This design comes from an exercise in tuning for small area, a short achievable clock period and few clock cycles on the open sky130 flow, not from production work.
Function was checked by simulation only, so behaviour that the tests miss may differ from the original.

==> module tsp_top, before the edit <==
module tsp_top #(
	parameter int coord_bits = tsp_pkg::coord_bits_default,
	parameter int node_addr_bits = tsp_pkg::node_addr_bits_default
) (
	input  wire                                clk,
	input  wire                                rst,
	input  wire  [7:0]                         specdata,
	input  wire                                has_specdata,
	output logic                               ready_to_read,
	output logic [coord_bits+node_addr_bits:0] tour_length,
	output logic                               tour_valid
);
	localparam int len_bits = coord_bits + node_addr_bits + 1;
	localparam int half_bits = len_bits - 1;
	localparam int lo_bits = 11;
	localparam int hi_bits = half_bits - lo_bits;
	localparam logic [2:0] st_hdr_start = 3'd0;  
	localparam logic [2:0] st_hdr_n     = 3'd1;  
	localparam logic [2:0] st_hdr_skip  = 3'd2;  
	localparam logic [2:0] st_hdr_no    = 3'd3;  
	localparam logic [2:0] st_coord     = 3'd4;  
	localparam logic [2:0] st_eof       = 3'd5;  
	logic take;
	logic b_v;          
	logic b_digit;
	logic b_cr;
	logic b_n;
	logic b_o;
	logic b_e;
	logic [3:0] b_d;
	assign take = has_specdata & ready_to_read;
	always_ff @(posedge clk) begin
		if (rst) begin
			ready_to_read <= 1'b0;
			b_v <= 1'b0;
		end else begin
			ready_to_read <= 1'b1;
			b_v <= take && specdata != tsp_pkg::char_lf;
		end
	end
	always_ff @(posedge clk) begin
		b_digit <= (specdata >= tsp_pkg::char_zero) && (specdata <= tsp_pkg::char_nine);
		b_cr <= specdata == tsp_pkg::char_cr;
		b_n <= specdata == tsp_pkg::char_n;
		b_o <= specdata == tsp_pkg::char_o;
		b_e <= specdata == tsp_pkg::char_e;
		b_d <= specdata[3:0];
	end
	logic [2:0] state;
	logic in_num;
	logic [1:0] field_cnt;
	logic first;
	logic [2:0] seq;
	logic close_x;
	logic close_y;
	logic [7:0] acc_lo;
	logic [7:0] acc_hi;
	logic [3:0] acc_k;
	logic [coord_bits-1:0] r;
	logic [coord_bits-1:0] fa;
	logic [coord_bits-1:0] fb;
	logic digit;
	logic field_close;
	logic data_leg;
	logic leg;
	logic eof_cr;
	logic in_num_next;
	logic [11:0] lo_next;
	logic [7:0] hk;
	logic [7:0] hi_next;
	assign lo_next = {acc_lo, 3'b000} + {3'b000, acc_lo, 1'b0} + 12'(b_d);
	assign hk = acc_hi + 8'(acc_k);
	assign hi_next = {hk[4:0], 3'b000} + {hk[6:0], 1'b0};
	assign digit = b_v && b_digit && state == st_coord;
	assign field_close = b_v && !b_digit && in_num;
	assign data_leg = state == st_coord && field_close && field_cnt != 2'd0;
	assign close_x = seq == 3'd2;
	assign close_y = seq == 3'd3;
	assign leg = data_leg || close_x || close_y;
	assign eof_cr = state == st_eof && b_v && b_cr;
	assign in_num_next = b_v ? digit : in_num;
	always_ff @(posedge clk) begin
		if (rst) begin
			state <= st_hdr_start;
			in_num <= 1'b0;
			field_cnt <= '0;
			first <= 1'b1;
			seq <= '0;
		end else begin
			in_num <= in_num_next;
			if (eof_cr)
				seq <= 3'd1;
			else if (seq == 3'd6)
				seq <= '0;
			else if (seq != '0)
				seq <= seq + 3'd1;
			if (close_y)
				first <= 1'b1;
			else if (data_leg && field_cnt == 2'd2)
				first <= 1'b0;
			if (b_v) begin
				if (field_close)
					field_cnt <= field_cnt + 2'd1;
				if (b_cr)
					field_cnt <= '0;
				case (state)
					st_hdr_start:
						if (b_cr)
							state <= st_hdr_start;
						else if (b_n)
							state <= st_hdr_n;
						else
							state <= st_hdr_skip;
					st_hdr_n:
						if (b_cr)
							state <= st_hdr_start;
						else if (b_o)
							state <= st_hdr_no;
						else
							state <= st_hdr_skip;
					st_hdr_skip:
						if (b_cr)
							state <= st_hdr_start;
					st_hdr_no:
						if (b_cr)
							state <= st_coord;
					st_coord:
						if (b_e)
							state <= st_eof;
					default:
						if (b_cr)
							state <= st_hdr_start;
				endcase
			end
		end
	end
	always_ff @(posedge clk) begin
		if (digit) begin
			acc_lo <= lo_next[7:0];
			acc_k <= lo_next[11:8];
			acc_hi <= hi_next;
		end else if (!in_num_next) begin
			{acc_hi, acc_lo} <= (seq == 3'd1 || close_x) ? fa : '0;
			acc_k <= '0;
		end
		r <= {hk, acc_lo};
	end
	logic leg2;
	logic first2;
	logic [coord_bits-1:0] pa;
	logic [coord_bits-1:0] pb;
	logic [coord_bits:0] diff;
	always_ff @(posedge clk) begin
		if (rst)
			leg2 <= 1'b0;
		else
			leg2 <= leg;
	end
	always_ff @(posedge clk) begin
		first2 <= first && data_leg;
		if (leg2) begin
			pa <= pb;
			pb <= r;
		end
		if (first2)
			fb <= r;
		if (first2 || seq == 3'd1)
			fa <= fb;
	end
	assign diff = {1'b0, r} - {1'b0, pa};
	logic [coord_bits-1:0] rise;
	logic leg3;
	logic zero3;
	logic carry;
	logic [lo_bits-1:0] total_lo;
	logic [hi_bits-1:0] total_hi;
	logic [lo_bits:0] sum_lo;
	always_ff @(posedge clk) begin
		if (rst) begin
			leg3 <= 1'b0;
			tour_valid <= 1'b0;
		end else begin
			leg3 <= leg2;
			tour_valid <= seq == 3'd6;
		end
	end
	always_ff @(posedge clk) begin
		rise <= diff[coord_bits-1:0] & {coord_bits{!diff[coord_bits]}};
		zero3 <= first2;
	end
	logic [hi_bits:0] sum_hi_x;
	assign sum_lo = {1'b0, total_lo} + {1'b0, rise[lo_bits-1:0]};
	assign sum_hi_x = {total_hi, 1'b1} + {(leg3 ? hi_bits'(rise[coord_bits-1:lo_bits]) : '0), carry};
	always_ff @(posedge clk) begin
		if (leg3 && zero3) begin
			total_lo <= '0;
			total_hi <= '0;
			carry <= 1'b0;
		end else begin
			if (leg3)
				total_lo <= sum_lo[lo_bits-1:0];
			carry <= leg3 && sum_lo[lo_bits];
			total_hi <= sum_hi_x[hi_bits:1];
		end
	end
	assign tour_length = {total_hi, total_lo, 1'b0};
endmodule
export LEC_CHECK = 0
export ABC_AREA = 1
export CAP_MARGIN = 20
export CORE_MARGIN = 2
export CORE_UTILIZATION = 50
export SETUP_SLACK_MARGIN = 3.0
export SLEW_MARGIN = 20
create_clock -name core_clock -period 5.0 [get_ports {clk}]
standard.sh (not shown) runs the stock make flow with config.mk's settings and CLKGATE_MAP_FILE= SYNTH_SCRIPT=/design/flow/synth_recipe.tcl, a recipe that flattens the netlist after the stock synthesis.
==> flow/flow/run.sh <==
#!/bin/bash
# Layout flow: the standard ORFS flow (standard.sh) with these changes:
#  - synthesis maps adders with ABC like the rest of the logic instead of
#    extracting them into the library's full/half-adder cells, which are slow
#    (ADDER_MAP_FILE empty; registers and their names are unchanged);
#  - the port buffers inserted during global placement are
#    sky130_fd_sc_hd__buf_2 instead of the delay-cell buffers buffer_ports
#    picks by default;
#  - clock tree synthesis uses a clkbuf_16 root buffer and clkbuf_8 for the
#    rest of the tree (the same arguments as the standard flow otherwise).
set -euo pipefail
export ADDER_MAP_FILE=
export BUFFER_PORTS_ARGS="-buffer_cell sky130_fd_sc_hd__buf_2"
export CTS_ARGS="-sink_clustering_enable -repair_clock_nets -root_buf sky130_fd_sc_hd__clkbuf_16 -buf_list {sky130_fd_sc_hd__clkbuf_8}"
bash standard.sh > standard_flow.log 2>&1
The baseline passed the timing, design-rule and antenna checks.
Testbench counts at the start, summed over its fixed seeds: cycles 19,615.
Next try:
--- a/flow/design.v
+++ b/flow/design.v
@@ -33,7 +33,6 @@
 );
 	localparam int len_bits = coord_bits + node_addr_bits + 1;
-	localparam int half_bits = len_bits - 1;
 	localparam int lo_bits = 11;
-	localparam int hi_bits = half_bits - lo_bits;
+	localparam int hi_bits = len_bits - lo_bits;
 	localparam logic [2:0] st_hdr_start = 3'd0;  
 	localparam logic [2:0] st_hdr_n     = 3'd1;  
@@ -190,5 +189,6 @@
 	end
 	assign diff = {1'b0, r} - {1'b0, pa};
-	logic [coord_bits-1:0] rise;
+	logic [coord_bits-1:0] mag;
+	logic neg;
 	logic leg3;
 	logic zero3;
@@ -207,10 +207,13 @@
 	end
 	always_ff @(posedge clk) begin
-		rise <= diff[coord_bits-1:0] & {coord_bits{!diff[coord_bits]}};
+		mag <= diff[coord_bits-1:0] ^ {coord_bits{diff[coord_bits]}};
+		neg <= diff[coord_bits];
 		zero3 <= first2;
 	end
+	logic [lo_bits+1:0] sum_lo_x;
 	logic [hi_bits:0] sum_hi_x;
-	assign sum_lo = {1'b0, total_lo} + {1'b0, rise[lo_bits-1:0]};
-	assign sum_hi_x = {total_hi, 1'b1} + {(leg3 ? hi_bits'(rise[coord_bits-1:lo_bits]) : '0), carry};
+	assign sum_lo_x = {1'b0, total_lo, 1'b1} + {1'b0, mag[lo_bits-1:0], neg};
+	assign sum_lo = sum_lo_x[lo_bits+1:1];
+	assign sum_hi_x = {total_hi, 1'b1} + {(leg3 ? hi_bits'(mag[coord_bits-1:lo_bits]) : '0), carry};
 	always_ff @(posedge clk) begin
 		if (leg3 && zero3) begin
@@ -225,5 +228,5 @@
 		end
 	end
-	assign tour_length = {total_hi, total_lo, 1'b0};
+	assign tour_length = {total_hi, total_lo};
 endmodule
 `default_nettype wire
After rerunning: Wire length drops by 3.7%. Clock skew barely changes. First-iteration DRC count is lower by 4.6%. Die area increases by 4.7%. Non-clock buffer count grows by 6. Worst setup slack gets better by 0.0076 ns.
Testbench counts after the change, summed over its fixed seeds: cycles 19,615.

-- what the ideal ports hide --
The results above use ideal ports. As a check the final layouts listed here were re-extracted and re-timed, cells and wires unchanged.
Step 1, drivers: a clkbuf_16 drives clk and a buf_2 each remaining input, both assumed.
Step 2, shift: input delay + t, output delay - t, t = (earliest + latest rising clock arrival at the registers) / 2. This alone moves slack from input paths to output paths.
a / b / c = ideal ports / drivers / drivers and shift; a / b = the first two.
run	shift t [ns]	slack for setup (ns)	worst hold slack (ns)	worst setup path at the end	worst register clock-pin slew, ns
the first run	0.417	3.070 / 3.030 / 3.081	0.411 / 0.411 / 0.411	register to register	0.09 / 0.09
the second run	0.415	3.078 / 3.037 / 3.097	0.418 / 0.418 / 0.418	register to register	0.08 / 0.08
After both steps every run listed still meets setup and hold.
